What follows belongs to an exercise in optimizing a design on an open flow for small area, a short achievable clock period and few clock cycles per item; a production flow would make more cautious choices.
In this exercise RTL edits were held to simulation tests only and were not proved equivalent to the original.

## lane 4
==> flow/design.v <==
package mulDivOpPkg;
  typedef enum logic [2:0] {
    opMul    = 3'b000,
    opMulh   = 3'b001,
    opMulhsu = 3'b010,
    opMulhu  = 3'b011,
    opDiv    = 3'b100,
    opDivu   = 3'b101,
    opRem    = 3'b110,
    opRemu   = 3'b111
  } opCodeT;
  function automatic logic isDivOp(input logic [2:0] op);
    isDivOp = op[2];
  endfunction
  function automatic logic lOpSigned(input logic [2:0] op);
    lOpSigned = (op == 3'b001) || (op == 3'b100) || (op == 3'b110);
  endfunction
  function automatic logic rOpSigned(input logic [2:0] op);
    rOpSigned = (op == 3'b001) || (op == 3'b010) || (op == 3'b100) || (op == 3'b110);
  endfunction
  function automatic logic wantsHigh(input logic [2:0] op);
    wantsHigh = (op == 3'b001) || (op == 3'b010) || (op == 3'b011);
  endfunction
  function automatic logic wantsRemainder(input logic [2:0] op);
    wantsRemainder = (op == 3'b110) || (op == 3'b111);
  endfunction
endpackage
package mulDivCtrlPkg;
  typedef enum logic [1:0] {
    stIdle,
    stBusy,
    stOffer,
    stRelease
  } stageStateT;
  typedef enum logic [1:0] {
    kIdle,
    kRun,
    kDone
  } kernelStateT;
endpackage
`timescale 1ns/1ps
module mulDivUnit
#(
  parameter int dataWidth = 32
) (
  input  logic                 clk,
  input  logic                 rstN,
  input  logic                 inReq,
  output logic                 inAck,
  input  logic [2:0]           opCode,
  input  logic [dataWidth-1:0] lOp,
  input  logic [dataWidth-1:0] rOp,
  output logic                 outReq,
  input  logic                 outAck,
  output logic [dataWidth-1:0] result,
  output logic                 divByZero,
  output logic                 divOverflow
);
  localparam int W = 37;
  logic sMul, sPrep, sAl, sIt, sFin;
  logic oAckQ;
  logic [2:0] op;
  logic [33:0] A;       
  logic [33:0] H;       
  logic [31:0] L;       
  logic negN;           
  logic offR;           
  logic [5:0] cnt;      
  logic [5:0] clzA, clzH;  
  logic [5:0] itc;      
  logic zf;             
  logic negRes;
  logic dzR;
  logic ovR;
  logic b0one, b0two, b0neg, b1one, b1two, b1neg;
  logic isIdle;
  assign isIdle = !(sMul || sPrep || sAl || sIt || sFin);
  logic lastMul, lastIt, finishing, outFree, loadPorts, capture;
  assign lastMul = sMul && zf;
  assign lastIt = sIt && zf && !op[1] && !negRes;
  assign finishing = lastMul || lastIt || sFin;
  assign outFree = !outReq && !oAckQ;
  assign loadPorts = isIdle || (finishing && outFree);
  assign capture = loadPorts && inReq && !inAck;
  logic negD;
  assign negD = A[33];
  logic [W-1:0] aExt, a2Ext;
  assign aExt = {{(W-34){A[33]}}, A};
  assign a2Ext = {aExt[W-2:0], 1'b0};
  logic [W-1:0] in0, in1, in2, pp1;
  assign in1 = ((b0one ? aExt : '0) | (b0two ? a2Ext : '0)) ^ {W{b0neg}};
  assign pp1 = ((b1one ? aExt : '0) | (b1two ? a2Ext : '0)) ^ {W{b1neg}};
  assign in2 = {pp1[W-3:0], b1neg, b1neg};
  assign in0 = {{(W-34){H[33]}}, H};
  logic c0, cin;
  assign c0 = b0neg;
  assign cin = (sMul && b1neg) || (sFin && op[1] && offR);
  logic [W-1:0] csaS, csaC, sum;
  assign csaS = in0 ^ in1 ^ in2;
  assign csaC = {(in0[W-2:0] & in1[W-2:0]) | (in0[W-2:0] & in2[W-2:0]) | (in1[W-2:0] & in2[W-2:0]), c0};
  logic [W:0] sumX;
  assign sumX = {csaS, 1'b1} + {csaC, cin};
  assign sum = sumX[W:1];
  logic q;
  assign q = sum[W-1] ^ !negN;
  function automatic logic [2:0] booth(input logic [2:0] b);
    booth[2] = b[1] ^ b[0];
    booth[1] = (b[2] & ~b[1] & ~b[0]) | (~b[2] & b[1] & b[0]);
    booth[0] = b[2];
  endfunction
  function automatic logic [5:0] clz32(input logic [31:0] v);
    clz32 = 6'd32;
    for (int i = 0; i < 32; i++) begin
      if (v[i]) clz32 = 6'(31 - i);
    end
  endfunction
  logic [6:0] sh;
  assign sh = {1'b0, clzA} + {6'd0, negN} - {1'b0, clzH};
  logic dzV, ovV;
  assign dzV = clzA[5] && !negD;
  assign ovV = negN && negD && clzA[5] && (H[30:0] == 31'd0);
  logic divOpP, negNP, negDP;
  assign divOpP = opCode[2];
  assign negNP = ((opCode == 3'd4) || (opCode == 3'd6)) && rOp[31];
  assign negDP = ((opCode == 3'd4) || (opCode == 3'd6)) && lOp[31];
  logic [31:0] res;
  always_comb begin
    if (sIt) res = {L[30:0], q};
    else if (sFin || (op == 3'd3)) res = sum[31:0];
    else if (op == 3'd0) res = {sum[3:0], L[31:4]};
    else res = sum[35:4];
  end
  logic cntBig, cntLast;
  assign cntBig = (cnt[5:2] != 4'd0);
  assign cntLast = cntBig ? (cnt == 6'd4) : (cnt == 6'd1);
  always_ff @(posedge clk) begin
    if (!rstN) begin
      sMul <= 1'b0;
      sPrep <= 1'b0;
      sAl <= 1'b0;
      sIt <= 1'b0;
      sFin <= 1'b0;
      inAck <= 1'b0;
      outReq <= 1'b0;
      oAckQ <= 1'b0;
    end else begin
      oAckQ <= outAck;
      if (capture) begin
        inAck <= 1'b1;
      end else if (!inReq) begin
        inAck <= 1'b0;
      end
      if (finishing && outFree) begin
        outReq <= 1'b1;
      end else if (outAck) begin
        outReq <= 1'b0;
      end
      if (loadPorts) begin
        sMul <= capture && !divOpP;
        sPrep <= capture && divOpP;
        sAl <= 1'b0;
        sIt <= 1'b0;
        sFin <= 1'b0;
      end else if (sPrep) begin
        sPrep <= 1'b0;
        sFin <= dzV || sh[6];
        sIt <= !dzV && (sh == 7'd0);
        sAl <= !dzV && !sh[6] && (sh != 7'd0);
      end else if (sAl) begin
        if (cntLast) begin
          sAl <= 1'b0;
          sIt <= 1'b1;
        end
      end else if (sIt && !lastIt) begin
        if (zf) begin
          sIt <= 1'b0;
          sFin <= 1'b1;
        end
      end
    end
  end
  always_ff @(posedge clk) begin
    if (finishing && outFree) begin
      result <= res;
      divByZero <= dzR;
      divOverflow <= ovR;
    end
    if (loadPorts) begin
      op <= opCode;
      A <= {{2{mulDivOpPkg::lOpSigned(opCode) && lOp[31]}}, lOp};
      L <= rOp;
      H <= !divOpP ? '0 : {{2{negNP}}, rOp};
      negN <= divOpP && negNP;
      offR <= 1'b0;
      itc <= (opCode == 3'd3) ? 6'd8 : 6'd7;
      zf <= 1'b0;
      clzA <= clz32(negDP ? ~lOp : lOp);
      clzH <= clz32(negNP ? ~rOp : rOp);
      dzR <= 1'b0;
      ovR <= 1'b0;
      {b0one, b0two, b0neg} <= booth({rOp[1:0], 1'b0});
      {b1one, b1two, b1neg} <= booth(rOp[3:1]);
    end else if (sMul) begin
      if (!zf) begin
        H <= {sum[W-1], sum[W-1:4]};
        L <= {sum[3:0], L[31:4]};
        itc <= itc - 6'd1;
        zf <= (itc == 6'd1);
        if ((itc == 6'd1) && (op == 3'd3)) begin
          {b0one, b0two, b0neg} <= booth({2'b00, L[3]});
          {b1one, b1two, b1neg} <= 3'b000;
        end else begin
          {b0one, b0two, b0neg} <= booth(L[5:3]);
          {b1one, b1two, b1neg} <= booth(L[7:5]);
        end
      end
    end else if (sPrep) begin
      L <= 32'd0;
      cnt <= sh[5:0];
      itc <= sh[5:0];
      zf <= (sh == 7'd0);
      negRes <= op[1] ? negN : (negN ^ negD);
      dzR <= dzV;
      ovR <= ovV;
      if (dzV || sh[6]) begin
        if (!op[1]) begin
          A <= {34{dzV}};
          H <= '0;
        end
        {b0one, b0two, b0neg} <= {!op[1], 1'b0, 1'b0};
        {b1one, b1two, b1neg} <= 3'b000;
      end else begin
        {b0one, b0two, b0neg} <= {(sh == 7'd0), 1'b0, !(negN ^ negD)};
        {b1one, b1two, b1neg} <= {1'b0, 1'b0, negN};
      end
    end else if (sAl) begin
      if (cntBig) begin
        A <= {A[29:0], 4'd0};
        cnt <= cnt - 6'd4;
      end else begin
        A <= {A[32:0], 1'b0};
        cnt <= cnt - 6'd1;
      end
      b0one <= cntLast;
    end else if (sIt && !lastIt) begin
      L <= {L[30:0], q};
      offR <= negN;
      {b1one, b1two, b1neg} <= 3'b000;
      itc <= itc - 6'd1;
      zf <= (itc == 6'd1);
      if (zf && !op[1]) begin
        A <= {2'b00, L[30:0], q};
        H <= '0;
        {b0one, b0two, b0neg} <= 3'b101;
      end else begin
        H <= sum[33:0];
        if (zf) begin
          b0one <= !q;
          b0neg <= negN ^ negD;
        end else begin
          A <= {A[33], A[33:1]};
          b0neg <= !((negN ? q : !q) ^ negD);
        end
      end
    end
  end
endmodule
clock: 5.0 ns
lec_check: 0
abc_area: 1
cap_margin: 20
core_margin: 2
core_utilization: 40
setup_slack_margin: 0.3
slew_margin: 20
standard.sh (not shown) runs the stock make flow with config.mk's settings and CLKGATE_MAP_FILE= SYNTH_SCRIPT=/design/flow/synth_recipe.tcl, a recipe that flattens the netlist after the stock synthesis.
==> flow/flow/run.sh <==
#!/bin/bash
cp standard.sh standard_sh_copy.log
export BUFFER_PORTS_ARGS="-buffer_cell sky130_fd_sc_hd__buf_2"
bash standard.sh > standard.log 2>&1
Testbench counts of lane 4, summed over its fixed seeds: cycles 17,171, items 2,048.
Inputs modified between lane 4 and lane 5:
--- a/flow/design.v
+++ b/flow/design.v
@@ -99,7 +99,19 @@
   assign csaS = in0 ^ in1 ^ in2;
   assign csaC = {(in0[W-2:0] & in1[W-2:0]) | (in0[W-2:0] & in2[W-2:0]) | (in1[W-2:0] & in2[W-2:0]), c0};
-  logic [W:0] sumX;
-  assign sumX = {csaS, 1'b1} + {csaC, cin};
-  assign sum = sumX[W:1];
+  logic [W:0] pg, pp, gg;
+  always_comb begin
+    pg = {csaS & csaC, cin};
+    pp = {csaS ^ csaC, 1'b0};
+    gg = pg;
+    for (int l = 0; l < 6; l++) begin
+      for (int i = W; i >= 0; i--) begin
+        if (((i >> l) & 1) == 1) begin
+          gg[i] = gg[i] | (pp[i] & gg[((i >> l) << l) - 1]);
+          pp[i] = pp[i] & pp[((i >> l) << l) - 1];
+        end
+      end
+    end
+  end
+  assign sum = (csaS ^ csaC) ^ gg[W-1:0];
   logic q;
   assign q = sum[W-1] ^ !negN;
## What came out
Lane 5: PASS, flow complete, no timing, DRC or antenna violations. Clock tree cell share of total cell area, lane 4 and lane 5, lower one = lane 4. Clock-buffer cell count was higher in the run labelled lane 5. Number of fill cells (lane 5 over lane 4): decrease, 100. The worst-case reg-to-reg path depth in lane 5 is 0.846 times that in lane 4. Against lane 4 as the reference, lane 5 delivers a higher post-placement setup slack. Latest clock arrival within the worst-skew pair delta for lane 5 relative to lane 4: 0.02 ns lower. In the metrics for lane 4 and lane 5, the one carrying the lower synthesized area per cell is lane 4.
Testbench counts of lane 5, summed over its fixed seeds: cycles 17,171, items 2,048.


mulDivUnit, a different RTL version from the one above (not shown whole).
Size: about 2300 cells after synthesis, roughly 170 flip-flops, ~110 I/O pins.
export LEC_CHECK = 0
export ABC_AREA = 1
export CAP_MARGIN = 20
export CORE_MARGIN = 2
export CORE_UTILIZATION = 40
export SETUP_SLACK_MARGIN = 0.3
export SLEW_MARGIN = 20
create_clock -name core_clock -period 5.0 [get_ports {clk}]
Scripts as last shown in full above: flow/flow/run.sh
Testbench counts at the start, summed over its fixed seeds: cycles 17,171, items 2,048.
Rerun with:
--- a/flow/design.v
+++ b/flow/design.v
@@ -56,24 +56,25 @@
   output logic                 divByZero,
   output logic                 divOverflow
 );
   localparam int W = 37;
   logic sMul, sPrep, sAl, sIt, sFin;
   logic oAckQ;
   logic [2:0] op;
   logic [33:0] A;       
   logic [W-1:0] H;      
   logic [31:0] L;       
   logic off;            
   logic [5:0] cnt;      
+  logic [5:0] clzA, clzH;  
   logic [5:0] itc;      
   logic zf;             
   logic negRes;
   logic dzR;
   logic ovR;
   logic b0one, b0two, b0neg, b1one, b1two, b1neg;
   logic isIdle;
   assign isIdle = !(sMul || sPrep || sAl || sIt || sFin);
   logic lastMul, lastIt, finishing, outFree, loadPorts, capture;
   assign lastMul = sMul && zf;
   assign lastIt = sIt && zf && !op[1] && !negRes;
   assign finishing = lastMul || lastIt || sFin;
@@ -100,61 +101,38 @@
   assign csaC = {(in0[W-2:0] & in1[W-2:0]) | (in0[W-2:0] & in2[W-2:0]) | (in1[W-2:0] & in2[W-2:0]), c0};
   logic [W:0] sumX;
   assign sumX = {csaS, 1'b1} + {csaC, cin};
   assign sum = sumX[W:1];
   logic q;
   assign q = !sum[W-1];
   function automatic logic [2:0] booth(input logic [2:0] b);
     booth[2] = b[1] ^ b[0];
     booth[1] = (b[2] & ~b[1] & ~b[0]) | (~b[2] & b[1] & b[0]);
     booth[0] = b[2];
   endfunction
   function automatic logic [5:0] clz32(input logic [31:0] v);
-    logic [15:0] v2;
-    logic [15:0] c2;
-    logic [7:0] v4;
-    logic [15:0] c4;
-    logic [3:0] v8;
-    logic [11:0] c8;
-    logic [1:0] v16;
-    logic [7:0] c16;
-    for (int i = 0; i < 16; i++) begin
-      v2[i] = v[2*i+1] | v[2*i];
-      c2[i] = !v[2*i+1];
-    end
-    for (int i = 0; i < 8; i++) begin
-      v4[i] = v2[2*i+1] | v2[2*i];
-      c4[2*i+:2] = v2[2*i+1] ? {1'b0, c2[2*i+1]} : {1'b1, c2[2*i]};
-    end
-    for (int i = 0; i < 4; i++) begin
-      v8[i] = v4[2*i+1] | v4[2*i];
-      c8[3*i+:3] = v4[2*i+1] ? {1'b0, c4[4*i+2+:2]} : {1'b1, c4[4*i+:2]};
-    end
-    for (int i = 0; i < 2; i++) begin
-      v16[i] = v8[2*i+1] | v8[2*i];
-      c16[4*i+:4] = v8[2*i+1] ? {1'b0, c8[6*i+3+:3]} : {1'b1, c8[6*i+:3]};
-    end
-    if (v16[1]) clz32 = {2'b00, c16[7:4]};
-    else if (v16[0]) clz32 = {2'b01, c16[3:0]};
-    else clz32 = 6'd32;
+    clz32 = 6'd32;
+    for (int i = 0; i < 32; i++) begin
+      if (v[i]) clz32 = 6'(31 - i);
+    end
   endfunction
   logic [6:0] sh;
-  assign sh = {1'b0, clz32(negD ? ~A[31:0] : A[31:0])} + {6'd0, off}
-            - {1'b0, clz32(H[31:0])};
+  assign sh = {1'b0, clzA} + {6'd0, off} - {1'b0, clzH};
   logic dzV, ovV;
   assign dzV = (A[31:0] == 32'd0);
   assign ovV = off && (H[31:0] == 32'h7fffffff) && (A[31:0] == 32'hffffffff);
-  logic divOpP, negNP;
+  logic divOpP, negNP, negDP;
   assign divOpP = opCode[2];
   assign negNP = ((opCode == 3'd4) || (opCode == 3'd6)) && rOp[31];
+  assign negDP = ((opCode == 3'd4) || (opCode == 3'd6)) && lOp[31];
   logic [31:0] res;
   always_comb begin
     if (sIt) res = {L[30:0], q};
     else if (sFin || (op == 3'd3)) res = sum[31:0];
     else if (op == 3'd0) res = {sum[3:0], L[31:4]};
     else res = sum[35:4];
   end
   logic cntBig, cntLast;
   assign cntBig = (cnt[5:2] != 4'd0);
   assign cntLast = cntBig ? (cnt == 6'd4) : (cnt == 6'd1);
   always_ff @(posedge clk) begin
     if (!rstN) begin
@@ -207,24 +185,26 @@
       result <= res;
       divByZero <= dzR;
       divOverflow <= ovR;
     end
     if (loadPorts) begin
       op <= opCode;
       A <= {{2{mulDivOpPkg::lOpSigned(opCode) && lOp[31]}}, lOp};
       L <= rOp;
       H <= !divOpP ? '0 : {{(W-32){1'b0}}, negNP ? ~rOp : rOp};
       off <= divOpP && negNP;
       itc <= (opCode == 3'd3) ? 6'd8 : 6'd7;
       zf <= 1'b0;
+      clzA <= clz32(negDP ? ~lOp : lOp);
+      clzH <= clz32(negNP ? ~rOp : rOp);
       dzR <= 1'b0;
       ovR <= 1'b0;
       {b0one, b0two, b0neg} <= booth({rOp[1:0], 1'b0});
       {b1one, b1two, b1neg} <= booth(rOp[3:1]);
     end else if (sMul) begin
       if (!zf) begin
         H <= {{4{sum[W-1]}}, sum[W-1:4]};
         L <= {sum[3:0], L[31:4]};
         itc <= itc - 6'd1;
         zf <= (itc == 6'd1);
         if ((itc == 6'd1) && (op == 3'd3)) begin
           {b0one, b0two, b0neg} <= booth({2'b00, L[3]});
Wire length shrinks by 7.3%.
Sequential share of layout area grows by 1.9 points.
Fmax shrinks by 1.1%.
Global-route usage shrinks by 1.5 points.
Testbench counts after the change, summed over its fixed seeds: cycles 17,171, items 2,048.

## port drivers added, routing unchanged
In the flow no input, the clock included, has a driving cell. The finished layouts below were timed again as built, in two steps.
Step 1, drivers: a clkbuf_16 drives clk and a buf_2 each remaining input, both assumed.
Step 2 adds t to the input delays and takes it off the output delays; t is the mean of the earliest and latest rising clock arrival at the registers after step 1. Input paths then give back, and output paths get back, about the clock's delay inside the block.
a / b / c = ideal ports / drivers / drivers and shift; a / b = the first two.
run | shift t [ns] | slack for setup (ns) | clock arrival spread, ns
lane 4 | 0.510 | 0.422 / 0.422 / 0.422 | 0.017 / 0.017
lane 5 | 0.499 | 0.478 / 0.478 / 0.478 | 0.017 / 0.017
the first run of note 2 | 0.524 | 0.543 / 0.543 / 0.543 | 0.013 / 0.013
the second run of note 2 | 0.535 | 0.493 / 0.493 / 0.493 | 0.017 / 0.016
After both steps setup and hold are still met in every run listed.
